What follows belongs to an exercise in optimizing a design on an open flow for small area, a short achievable clock period and few clock cycles per item; a production flow would make more cautious choices.
Only simulation tests tie the RTL to the original design; equivalence was not proved.
Power is estimated from default activity; no workload was simulated.

Design sprw_top, start of the top module:
module sprw_top (
    input  logic        clk,
    input  logic        rstn,
    input  logic        in_valid,
    input  logic [31:0] ra,
    input  logic [31:0] rb,
    input  logic [4:0]  op1,
    input  logic [2:0]  op2,
    output logic        out_valid,
    output logic [31:0] result
);
clock: 6.5 ns
lec_check: 0
cap_margin: 20
core_margin: 2
core_utilization: 40
setup_slack_margin: 3.5
slew_margin: 20
standard.sh (not shown) runs the stock make flow with config.mk's settings and CLKGATE_MAP_FILE= SYNTH_SCRIPT=/design/flow/synth_recipe.tcl, a recipe that flattens the netlist after the stock synthesis.
==> flow/flow/run.sh <==
#!/bin/bash
set -euo pipefail
W=$PWD
D=$(cat $W/flow/abc_delay_ps)
cat > $W/my_synth.tcl <<EOS
proc extract_fa {args} { puts "extract_fa skipped by flow/run.sh" }
proc abc {args} {
  set i [lsearch -exact \$args -script]
  if {\$i >= 0} { lset args [expr {\$i + 1}] $W/flow/abc.script }
  set j [lsearch -exact \$args -D]
  if {\$j >= 0} { lset args [expr {\$j + 1}] $D } else { lappend args -D $D }
  yosys abc {*}\$args
}
EOS
cat $W/synth_recipe.tcl >> $W/my_synth.tcl
bash $W/standard.sh SYNTH_SCRIPT=$W/my_synth.tcl finish > $W/standard.log 2>&1
==> flow/flow/abc.script <==
strash
dc2
dch -f
map {D}
topo
buffer -c
upsize -c {D}
dnsize -c {D}
==> flow/flow/abc_delay_ps <==
3000
The first run produced a clean layout.
Testbench counts at the start, summed over its fixed seeds: cycles 16,024, items 16,000.
Edit:
--- a/flow/flow/run.sh
+++ b/flow/flow/run.sh
@@ -4,5 +4,4 @@
 D=$(cat $W/flow/abc_delay_ps)
 cat > $W/my_synth.tcl <<EOS
-proc extract_fa {args} { puts "extract_fa skipped by flow/run.sh" }
 proc abc {args} {
   set i [lsearch -exact \$args -script]
==> flow/flow/abc_delay_ps (replaced) <==
2500
- SETUP_SLACK_MARGIN: 3.5 -> 3
Outcome: Cell area grows by a few percent. Non-clock buffer count shrinks by 75. Worst hold slack stays flat. Setup slack degrades by 0.63 ns. Wire length grows by a few percent. Total power grows by a few percent. Core utilization shrinks by 5.8 points. Critical path depth grows by 1.

* * *

== build 42 ==
Another version of the RTL of sprw_top (not shown whole).
For scale: ~110 I/O pins.
export LEC_CHECK = 0
export CAP_MARGIN = 20
export CORE_MARGIN = 2
export CORE_UTILIZATION = 40
export PLACE_DENSITY = 0.75
export SETUP_SLACK_MARGIN = 3
export SLEW_MARGIN = 20
create_clock -name core_clock -period 6.5 [get_ports {clk}]
==> flow/flow/run.sh <==
#!/bin/bash
set -euo pipefail
W=$PWD
BUF=$(cat $W/flow/port_buffer)
cat > $W/my_synth.tcl <<EOS
proc extract_fa {args} { puts "extract_fa skipped by flow/run.sh" }
proc abc {args} {
  set i [lsearch -exact \$args -script]
  if {\$i >= 0} { lset args [expr {\$i + 1}] $W/flow/abc.script }
  yosys abc {*}\$args
}
EOS
cat $W/synth_recipe.tcl >> $W/my_synth.tcl
bash $W/standard.sh SYNTH_SCRIPT=$W/my_synth.tcl "BUFFER_PORTS_ARGS=-buffer_cell $BUF" finish > $W/standard.log 2>&1
==> flow/flow/abc.script <==
strash
dc2
dch -f
map
topo
buffer -c
upsize -c
dnsize -c
==> flow/flow/port_buffer <==
sky130_fd_sc_hd__buf_1
Build 42 did not stop at any stage, and its layout met the timing, DRC and antenna checks.
Testbench counts of build 42, summed over its fixed seeds: cycles 16,024, items 16,000.
The following lists how build 14 was set up differently from build 42:
- CTS_CLUSTER_SIZE: unset -> 40
- CTS_CLUSTER_DIAMETER: unset -> 100
- SETUP_SLACK_MARGIN: 3 -> 3.25
- PLACE_DENSITY: 0.75 -> unset
## What came out
In the flow results for build 42 and build 14, the clock network fraction of total power is larger on build 14.
For the estimated wirelength of the detail-placed design, build 14 came in 3.5% higher than build 42 did.
Measured against each other, build 42 and build 14 differ in global-route usage, the lower figure coming from build 42.
Beginning of the critical path = pb[8]$_DFF_P_: build 14; beginning of the critical path = sub_m$_DFF_P_: build 42
Build 14 against build 42: cell area +about 1%; non-filler instance count after layout has remained practically unchanged; clock network latency to the later pin of the worst-skew pair closely matched the old numbers; synthesized cell count stayed essentially flat; core utilization went up by 0.48 points.
NOTE: sequential share of layout area in build 14 falls short of that of build 42
Max setup slack across build 42 and build 14: build 14
diff inputs: build 14 => build 58
- a change of SETUP_SLACK_MARGIN from 3.25 to 3.1
- a deleted CTS_CLUSTER_SIZE that had been 40
- a deleted CTS_CLUSTER_DIAMETER that had been 100
- NOTE: normalized max-slew margin in build 58 exceeds that of build 14
- Comparing post-route fraction of the period consumed by the critical path for build 14 and build 58, the bigger number came from build 58.
- For die area, build 14 and build 58 come out practically identical.
- Fraction of area in multi-input gates across build 14 and build 58: no real change.

## what the ideal ports hide
How much do the figures lean on ideal ports? The routed layouts below were timed once more, with nothing changed but the port constraints.
Step 1 assumes that a clkbuf_16 drives the clock port and a buf_2 every other input.
Step 2 moves the port delays by t, midway between the first and last clock arrival at a register: inputs arrive t later, outputs are due t later. That takes back most of the time a late clock gives input paths.
Three values: no drivers, after step 1, after step 2; two values: the first two.
| run | t, ns | slack for setup (ns) | worst hold slack (ns) | worst setup path after step 2 |
|---|---|---|---|---|
| the first run of note 1 | 0.486 | 3.105 / 3.105 / 3.105 | 0.329 / 0.329 / 0.329 | register to register |
| the second run of note 1 | 0.495 | 2.471 / 2.471 / 2.471 | 0.329 / 0.329 / 0.329 | register to register |
| build 42 | 0.486 | 3.289 / 3.289 / 3.289 | 0.329 / 0.329 / 0.329 | register to register |
| build 14 | 0.473 | 3.476 / 3.476 / 3.476 | 0.324 / 0.324 / 0.324 | register to register |
| build 58 | 0.477 | 3.388 / 3.388 / 3.388 | 0.325 / 0.325 / 0.325 | register to register |
After both steps every run listed still meets setup and hold.
